This is an optimization exercise on Yosys and OpenROAD, whose aim is small area and a short achievable clock period, not a production implementation. Where RTL was checked, it was by simulation tests only, not by an equivalence proof against the original. No activity file was given, so power comes from the tool's default toggle rates.

Setup of the baseline:
==> flow/design.v (excerpt) <==
module ps2_key_event_queue #(
  parameter int FIFO_DEPTH      = 8,
  parameter bit SUPPRESS_REPEAT = 1'b1,
  parameter bit IGNORE_CTRL     = 1'b1
) (
  input  logic                          clk,
  input  logic                          reset,
  input  logic [7:0]                    rx_data,
  input  logic                          rx_valid,
  input  logic                          rx_overflow,
  output logic [9:0]                    evt_data,
  output logic                          evt_valid,
  input  logic                          evt_ready,
  output logic [$clog2(FIFO_DEPTH):0]   evt_count,
  output logic                          drop_flag,
  input  logic                          drop_clr,
  output logic [8:0]                    keys_down,
  output logic [31:0]                   cur_key
);
Size in the first run: ~650 flip-flops, ~71 I/O pins, about 25000 µm² of cells after synthesis.
clock: 6.5 ns
lec_check: 0
cap_margin: 20
core_margin: 2
core_utilization: 40
setup_slack_margin: 3.0
slew_margin: 20
synth_hierarchical: 1
run.sh (not shown) runs the stock make flow with config.mk's settings and CLKGATE_MAP_FILE= SYNTH_SCRIPT=/design/flow/synth_recipe.tcl, a recipe that flattens the netlist after the stock synthesis.
For the candidate, these inputs were changed with respect to the baseline:
--- a/flow/design.v
+++ b/flow/design.v
@@ -59,41 +59,43 @@
         r_rel   <= w_f0;
         r_pause <= w_e1;
         if (w_e1) r_skip <= 3'd7;
       end
     end
   end
   logic         r_phase;
   logic [15:0]  r_row_valid;
-  logic [511:0] w_bits;
+  logic [255:0] w_pair_rd_n;
   logic [15:0]  w_row_sel, w_row_rd, w_row_we;
   logic [31:0]  w_col_sel;
   logic [31:0]  w_row_raw, w_row_wr;
   logic         w_sel_valid, w_pv, w_raw_bit;
   always_comb begin
     for (int j = 0; j < 16; j++)
       w_row_sel[j] = (r_ext == j[3]) && (rx_data[7:5] == j[2:0]);
     for (int k = 0; k < 32; k++)
       w_col_sel[k] = (rx_data[4:0] == k[4:0]);
     w_row_rd    = w_row_sel & r_row_valid;
     w_sel_valid = |w_row_rd;
-    w_row_raw   = '0;
-    for (int j = 0; j < 16; j++)
-      w_row_raw = w_row_raw | (w_bits[j*32 +: 32] & {32{w_row_rd[j]}});
-    w_raw_bit = |(w_row_raw & w_col_sel);
+    for (int k = 0; k < 32; k++) begin
+      w_row_raw[k] = 1'b0;
+      for (int p = 0; p < 8; p++)
+        w_row_raw[k] = w_row_raw[k] | !w_pair_rd_n[p*32 + k];
+    end
     w_row_wr = (w_row_raw | {32{r_phase && !w_sel_valid}}) & ~w_col_sel |
                (w_col_sel & {32{!w_ev_rel ^ r_phase}});
     w_row_we = w_row_sel & {16{w_track}};
   end
+  ps2kq_or_sel u_held (.sel(w_col_sel), .d(w_row_raw), .y(w_raw_bit));
   assign w_pv = r_phase && w_sel_valid;
-  for (genvar j = 0; j < 16; j++) begin : g_row
-    ps2kq_bitrow u_row (
-      .clk(clk), .we(w_row_we[j]), .hold(!w_row_we[j]), .wr(w_row_wr),
-      .q(w_bits[j*32 +: 32])
+  for (genvar p = 0; p < 8; p++) begin : g_pair
+    ps2kq_rowpair u_pair (
+      .clk(clk), .we(w_row_we[2*p +: 2]), .hold(~w_row_we[2*p +: 2]),
+      .rd(w_row_rd[2*p +: 2]), .wr(w_row_wr), .rd_n(w_pair_rd_n[p*32 +: 32])
     );
   end
   always_ff @(posedge clk or posedge reset) begin
     if (reset) begin
       r_row_valid <= '0;
       r_phase     <= 1'b0;
     end else begin
       r_row_valid <= r_row_valid | w_row_we;
@@ -165,17 +167,30 @@
   assign evt_count = r_count;
   assign drop_flag = r_drop_flag;
   assign keys_down = r_keys_down;
   assign cur_key   = {8'h00,
                       (r_ck_ext && r_ck_rel) ? 8'hE0 : 8'h00,
                       r_ck_rel ? 8'hF0 : (r_ck_ext ? 8'hE0 : 8'h00),
                       r_ck_code};
 endmodule
-module ps2kq_bitrow (
+module ps2kq_rowpair (
   input  logic        clk,
-  input  logic        we,
-  input  logic        hold,
+  input  logic [1:0]  we,
+  input  logic [1:0]  hold,
+  input  logic [1:0]  rd,
   input  logic [31:0] wr,
-  output logic [31:0] q
+  output logic [31:0] rd_n
 );
-  always_ff @(posedge clk) q <= ~((q | {32{we}}) & ({32{hold}} | wr));
+  logic [31:0] q0, q1;
+  always_ff @(posedge clk) begin
+    q0 <= ~((q0 | {32{we[0]}}) & ({32{hold[0]}} | wr));
+    q1 <= ~((q1 | {32{we[1]}}) & ({32{hold[1]}} | wr));
+  end
+  assign rd_n = ~((q0 & {32{rd[0]}}) | (q1 & {32{rd[1]}}));
 endmodule
+module ps2kq_or_sel (
+  input  logic [31:0] sel,
+  input  logic [31:0] d,
+  output logic        y
+);
+  assign y = |(sel & d);
+endmodule
- Compared to the baseline, the candidate has final critical-path required period 0.076 ns lower.
- The candidate vs. the baseline: post-detailed-routing wire length saw a decrease, synthesis-to-layout area growth saw a decrease, total power saw a decrease, instance count on the critical path saw an increase.
- Re die area: the baseline and the candidate aren't equal, and the lower value belongs to the candidate.
- The candidate vs the baseline: detailed router's first-iteration violation count down by more than a quarter
- From the candidate to the baseline, boundary pin count did not move at all.
- The candidate: no failed stages, no open violations at the end
No functional check of the RTL was part of the candidate.

========
== v6 ==
ps2_key_event_queue, a different RTL version from the one above (not shown whole).
make LEC_CHECK=0 CAP_MARGIN=0 CORE_MARGIN=2 CORE_UTILIZATION=40 CTS_BUF_LIST=sky130_fd_sc_hd__clkbuf_8 CTS_CLUSTER_DIAMETER=80 CTS_CLUSTER_SIZE=16 SETUP_SLACK_MARGIN=3.0 SLEW_MARGIN=0 SYNTH_HIERARCHICAL=1 TNS_END_PERCENT=10 finish   # period 6.5 ns
--- input diff v6..v7 ---
diff --git a/flow/design.v b/flow/design.v
--- a/flow/design.v
+++ b/flow/design.v
@@ -150,73 +150,84 @@
   assign w_ck     = {r_ck_rel, r_ck_ext, r_ck_code};
   assign w_ck_new = {w_ev_rel, w_ev_ext, w_code};
   assign w_ck_h   = w_acc_h ? w_ck_new : w_ck;
   assign w_ck_f   = w_acc_f ? w_ck_new : w_ck;
   always_ff @(posedge clk or posedge reset) begin
     if (reset) {r_ck_rel, r_ck_ext, r_ck_code} <= {1'b1, 1'b0, 8'h1B};
     else       {r_ck_rel, r_ck_ext, r_ck_code} <= w_ck_next;
   end
   logic [9:0] r_mem [8];
   logic [2:0] r_wr_ptr;
-  logic [7:0] r_rd_oh;                              
+  logic [7:0] r_rdsel;           
   logic [3:0] r_count;
   logic       r_drop_flag;
   logic       w_pop, w_slot_free;
   logic [2:0] w_wp_h, w_wp_f;
   logic [3:0] w_cnt_w, w_cnt_n, w_cnt_h, w_cnt_f;
   logic       w_drop_h, w_drop_f, w_df_n;
+  logic [7:0] w_rs_pop, w_wr_oh, w_rs_h, w_rs_f;
+  logic       w_empty, w_last_pop, w_wr_h, w_wr_f;
   assign w_pop       = (r_count != 4'd0) && evt_ready;
   assign w_slot_free = !r_count[3] || w_pop;
   assign w_cnt_w = w_pop ? r_count : r_count + 4'd1;
   assign w_cnt_n = w_pop ? r_count - 4'd1 : r_count;
   assign w_cnt_h = (w_acc_h && w_slot_free) ? w_cnt_w : w_cnt_n;
   assign w_cnt_f = (w_acc_f && w_slot_free) ? w_cnt_w : w_cnt_n;
   assign w_wp_h  = (w_acc_h && w_slot_free) ? r_wr_ptr + 3'd1 : r_wr_ptr;
   assign w_wp_f  = (w_acc_f && w_slot_free) ? r_wr_ptr + 3'd1 : r_wr_ptr;
   assign w_df_n  = r_drop_flag && !drop_clr;
   assign w_drop_h = (w_acc_h && !w_slot_free) || w_df_n;
   assign w_drop_f = (w_acc_f && !w_slot_free) || w_df_n;
+  assign w_empty    = (r_count == 4'd0);
+  assign w_last_pop = (r_count == 4'd1) && w_pop;
+  assign w_rs_pop   = w_pop ? {r_rdsel[6:0], r_rdsel[7]} : r_rdsel;
+  assign w_wr_oh    = 8'd1 << r_wr_ptr;
+  assign w_wr_h     = w_acc_h && w_slot_free;
+  assign w_wr_f     = w_acc_f && w_slot_free;
+  assign w_rs_h = w_empty ? (w_wr_h ? w_wr_oh : 8'd0) : ((w_last_pop && !w_wr_h) ? 8'd0 : w_rs_pop);
+  assign w_rs_f = w_empty ? (w_wr_f ? w_wr_oh : 8'd0) : ((w_last_pop && !w_wr_f) ? 8'd0 : w_rs_pop);
   always_ff @(posedge clk or posedge reset) begin
     if (reset) begin
       r_wr_ptr    <= 3'd0;
-      r_rd_oh     <= 8'd1;
+      r_rdsel     <= 8'd0;
       r_count     <= 4'd0;
       r_drop_flag <= 1'b0;
     end else begin
       r_wr_ptr    <= w_wp_next;
       r_count     <= w_cnt_next;
       r_drop_flag <= w_drop_next;
-      if (w_pop) r_rd_oh <= {r_rd_oh[6:0], r_rd_oh[7]};
+      r_rdsel     <= w_rs_next;
     end
   end
   always_ff @(posedge clk) begin
     if (w_slot_free) r_mem[r_wr_ptr] <= w_ck_new;
   end
-  logic [26:0] w_nx_h, w_nx_f, w_nx1, w_nx0, w_nx;
+  logic [34:0] w_nx_h, w_nx_f, w_nx1, w_nx0, w_nx;
+  logic [7:0]  w_rs_next;
   logic [8:0]  w_kd_next;
   logic [9:0]  w_ck_next;
   logic [2:0]  w_wp_next;
   logic [3:0]  w_cnt_next;
   logic        w_drop_next;
-  assign w_nx_h = {w_kd_h, w_ck_h, w_wp_h, w_cnt_h, w_drop_h};
-  assign w_nx_f = {w_kd_f, w_ck_f, w_wp_f, w_cnt_f, w_drop_f};
+  assign w_nx_h = {w_rs_h, w_kd_h, w_ck_h, w_wp_h, w_cnt_h, w_drop_h};
+  assign w_nx_f = {w_rs_f, w_kd_f, w_ck_f, w_wp_f, w_cnt_f, w_drop_f};
   assign w_nx1  = w_pv ? w_nx_f : w_nx_h;
   assign w_nx0  = w_pv ? w_nx_h : w_nx_f;
-  for (genvar i = 0; i < 27; i++) begin : g_pick
+  for (genvar i = 0; i < 35; i++) begin : g_pick
     ps2kq_mux2 u_pick (.s(w_raw_bit), .a1(w_nx1[i]), .a0(w_nx0[i]), .y(w_nx[i]));
   end
-  assign {w_kd_next, w_ck_next, w_wp_next, w_cnt_next, w_drop_next} = w_nx;
+  assign {w_rs_next, w_kd_next, w_ck_next, w_wp_next, w_cnt_next, w_drop_next} = w_nx;
   assign evt_valid = (r_count != 4'd0);
   always_comb begin
     evt_data = 10'd0;
     for (int i = 0; i < 8; i++)
-      if (r_rd_oh[i] && evt_valid) evt_data = evt_data | r_mem[i];
+      if (r_rdsel[i]) evt_data = evt_data | r_mem[i];
   end
   assign evt_count = r_count;
   assign drop_flag = r_drop_flag;
   assign keys_down = r_keys_down;
   assign cur_key   = {8'h00,
                       (r_ck_ext && r_ck_rel) ? 8'hE0 : 8'h00,
                       r_ck_rel ? 8'hF0 : (r_ck_ext ? 8'hE0 : 8'h00),
                       r_ck_code};
 endmodule
 module ps2kq_rowpair (
--- outcome ---
v7 has chip width above what v6 had.
Between v6 and v7, the flow reports number of clock buffers in the layout decreasing by a few percent.
Relative to v6, simple logic cell fraction of the synthesized area decreased by 0.16 points in v7.
The total power of v7 was inferior to that of v6.
The critical path arrival of v6 and that of v7 are within noise of each other.
v6 has lower cell count after placement than v7.
Number of buffers added for setup after CTS (lower): v7
In summary, v7 completed successfully, with a layout that passed the timing, design-rule and antenna checks.
Comparing v6 and v7, placement-stage worst setup slack is lower on v6.
Looking at met3 wire length, v7 sits above v6.
Delta (v7 minus v6): post-synthesis average cell area shows no meaningful change, first-pass GRT wire length now larger, number of tap instances now larger.
Function not checked in v7: the RTL went through the layout flow alone.

========
ps2_key_event_queue, a different RTL version from the one above (not shown whole).
For scale: about 27000 um^2 of cells after synthesis.
Settings: LEC_CHECK=0, CAP_MARGIN=10, CORE_MARGIN=2, CORE_UTILIZATION=40, CTS_BUF_LIST=sky130_fd_sc_hd__clkbuf_8, CTS_CLUSTER_DIAMETER=80, CTS_CLUSTER_SIZE=12, SETUP_SLACK_MARGIN=3.4, SLEW_MARGIN=10, SYNTH_HIERARCHICAL=1, TNS_END_PERCENT=10; clock period 6.5 ns.
standard.sh (not shown) runs the stock make flow with config.mk's settings and CLKGATE_MAP_FILE= SYNTH_SCRIPT=/design/flow/synth_recipe.tcl, a recipe that flattens the netlist after the stock synthesis.
==> flow/flow/run.sh <==
#!/bin/bash
# Layout flow: the standard flow, with the port buffers made plain
# buffers (sky130_fd_sc_hd__buf_4) instead of the default delay-cell choice.
export BUFFER_PORTS_ARGS="-buffer_cell sky130_fd_sc_hd__buf_4"
bash standard.sh > standard.log 2>&1
Rerun with:
--- a/flow/design.v
+++ b/flow/design.v
@@ -115,42 +115,48 @@
     );
   end
   for (genvar i = 0; i < 8; i++) begin : g_t4
     ps2kq_nand4 u_t4 (.a(w_term_n[4*i +: 4]), .y(w_t4[i]));
   end
   for (genvar i = 0; i < 4; i++) begin : g_t8
     ps2kq_nor2 u_t8 (.a(w_t4[2*i]), .b(w_t4[2*i+1]), .y(w_t8_n[i]));
   end
-  ps2kq_nand4 u_t32 (.a(w_t8_n), .y(w_raw_bit));
+  logic w_raw_bit_n;
+  ps2kq_nand4 u_t32   (.a(w_t8_n), .y(w_raw_bit));
+  ps2kq_and4  u_t32_n (.a(w_t8_n), .y(w_raw_bit_n));
   logic [15:0] w_row_fi, w_row_fev;
   for (genvar j = 0; j < 16; j++) begin : g_fi
     assign w_row_fev[j] = (r_ext == j[3]) && !r_row_valid[j] && r_phase;
     ps2kq_and4 u_fi (.a({rx_data[7:5] ~^ 3'(j % 8), w_row_fev[j]}), .y(w_row_fi[j]));
   end
   assign w_fill = |w_row_fi;
   assign w_pv = r_phase && !w_fill;
   always_ff @(posedge clk or posedge reset) begin
     if (reset) begin
       r_row_valid <= '0;
       r_phase     <= 1'b0;
     end else begin
       r_row_valid <= r_row_valid | w_row_we;
       r_phase     <= !r_phase;
     end
   end
-  logic        r_raw;
-  logic [27:0] r_c1, r_c0, w_cur;
+  logic [3:0]  r_raw, r_raw_n;      
+  logic [27:0] r_c1_n, r_c0_n, w_cur;
   logic        w_valid;
   logic [8:0]  w_kd;
   logic [9:0]  w_ck;
   logic [2:0]  w_wr_ptr;
   logic [3:0]  w_count;
   logic        w_drop_flag;
-  assign w_cur = r_raw ? r_c1 : r_c0;
+  for (genvar i = 0; i < 28; i++) begin : g_cur
+    ps2kq_aoi22 u_cur (
+      .a0(r_raw[i % 4]), .b0(r_c1_n[i]), .a1(r_raw_n[i % 4]), .b1(r_c0_n[i]), .y(w_cur[i])
+    );
+  end
   assign {w_valid, w_kd, w_ck, w_wr_ptr, w_count, w_drop_flag} = w_cur;
   logic w_acc_h, w_acc_f, w_set_f, w_clr_h;
   assign w_acc_h = w_emit && (r_pause || r_rel);    
   assign w_acc_f = w_emit;
   assign w_set_f = w_track && !w_ev_rel;
   assign w_clr_h = w_track && w_ev_rel;
   logic [8:0] w_kd_inc, w_kd_dec, w_kd_h, w_kd_f;
   assign w_kd_inc = (w_kd == 9'h1FF) ? w_kd : w_kd + 9'd1;
@@ -188,24 +194,26 @@
   logic [27:0] w_nx_h, w_nx_f, w_nx1, w_nx0;
   localparam logic [27:0] C_RESET = {1'b0, 9'd0, {1'b1, 1'b0, 8'h1B}, 3'd0, 4'd0, 1'b0};
   assign w_nx_h = {(w_cnt_h != 4'd0), w_kd_h, w_ck_h, w_wp_h, w_cnt_h, w_drop_h};
   assign w_nx_f = {(w_cnt_f != 4'd0), w_kd_f, w_ck_f, w_wp_f, w_cnt_f, w_drop_f};
   assign w_nx1  = w_pv ? w_nx_f : w_nx_h;
   assign w_nx0  = w_pv ? w_nx_h : w_nx_f;
   always_ff @(posedge clk or posedge reset) begin
     if (reset) begin
-      r_raw <= 1'b0;
-      r_c1  <= C_RESET;
-      r_c0  <= C_RESET;
+      r_c1_n <= ~C_RESET;
+      r_c0_n <= ~C_RESET;
     end else begin
-      r_raw <= w_raw_bit;
-      r_c1  <= w_nx1;
-      r_c0  <= w_nx0;
-    end
+      r_c1_n <= ~w_nx1;
+      r_c0_n <= ~w_nx0;
+    end
+  end
+  for (genvar i = 0; i < 4; i++) begin : g_raw
+    ps2kq_dffr u_raw   (.clk(clk), .reset(reset), .d(w_raw_bit),   .q(r_raw[i]));
+    ps2kq_dffs u_raw_n (.clk(clk), .reset(reset), .d(w_raw_bit_n), .q(r_raw_n[i]));
   end
   assign evt_valid = w_valid;
   logic [9:0] w_head;
   ps2kq_fifo_read u_head (
     .sel(r_rd_oh),
     .mem({r_mem[7], r_mem[6], r_mem[5], r_mem[4], r_mem[3], r_mem[2], r_mem[1], r_mem[0]}),
     .y(w_head)
   );
@@ -261,8 +269,20 @@
   output logic [9:0]  y
 );
   always_comb begin
     y = 10'd0;
     for (int i = 0; i < 8; i++)
       if (sel[i]) y = y | mem[i*10 +: 10];
   end
 endmodule
+module ps2kq_dffr (input logic clk, input logic reset, input logic d, output logic q);
+  always_ff @(posedge clk or posedge reset) begin
+    if (reset) q <= 1'b0;
+    else       q <= d;
+  end
+endmodule
+module ps2kq_dffs (input logic clk, input logic reset, input logic d, output logic q);
+  always_ff @(posedge clk or posedge reset) begin
+    if (reset) q <= 1'b1;
+    else       q <= d;
+  end
+endmodule
Outcome: Wire length climbs by a few percent. Register-to-register slack improves by 0.04 ns. Worst setup slack improves by 0.075 ns. Fmax climbs by a few percent. Total power climbs by a few percent. Clock power climbs by a few percent. First-iteration DRC count climbs by roughly a tenth. Final cell count drops slightly. Sequential power climbs by a few percent. Non-clock buffer count climbs by 5. Clock-buffer cell count climbs by 1. Hold slack hardly moves. Sequential share of layout area climbs by 0.21 points.
Function was not checked in any run of this note: the RTL went through the layout flow alone.

static timing again, ports no longer ideal:
Ports are ideal in the flow. The routed layouts listed here were re-timed in OpenROAD.
Step 1, drivers: a clkbuf_16 drives clk and a buf_2 each remaining input, both assumed.
Step 2 times the ports against the registers' clock, not the clock port: input delays grow and output delays shrink by t, the midpoint of the rising clock arrivals with the driver on.
Slacks: ideal ports / drivers / drivers and shift; pairs: ideal ports / drivers.
| run | t, ns | slack for setup (ns) | worst hold slack (ns) | worst setup path after step 2 |
|---|---|---|---|---|
| the baseline | 0.678 | 1.989 / 1.851 / 1.173 | 0.434 / 0.434 / 0.434 | input to register |
| the candidate | 0.673 | 2.064 / 2.050 / 1.376 | 0.447 / 0.447 / 0.447 | input to register |
| v6 | 0.726 | 2.861 / 2.806 / 2.193 | 0.452 / 0.452 / 0.452 | input to register |
| v7 | 0.722 | 2.850 / 2.794 / 2.143 | 0.454 / 0.454 / 0.454 | input to register |
| the first run of note 3 | 0.715 | 3.176 / 3.117 / 2.441 | 0.451 / 0.451 / 0.451 | input to register |
| the second run of note 3 | 0.726 | 3.252 / 3.147 / 2.421 | 0.449 / 0.449 / 0.449 | input to register |
After both steps every run listed still meets setup and hold. For the second run of note 3, which loses most, drivers alone change the setup slack by -0.105 ns; drivers and shift together by -0.831 ns.
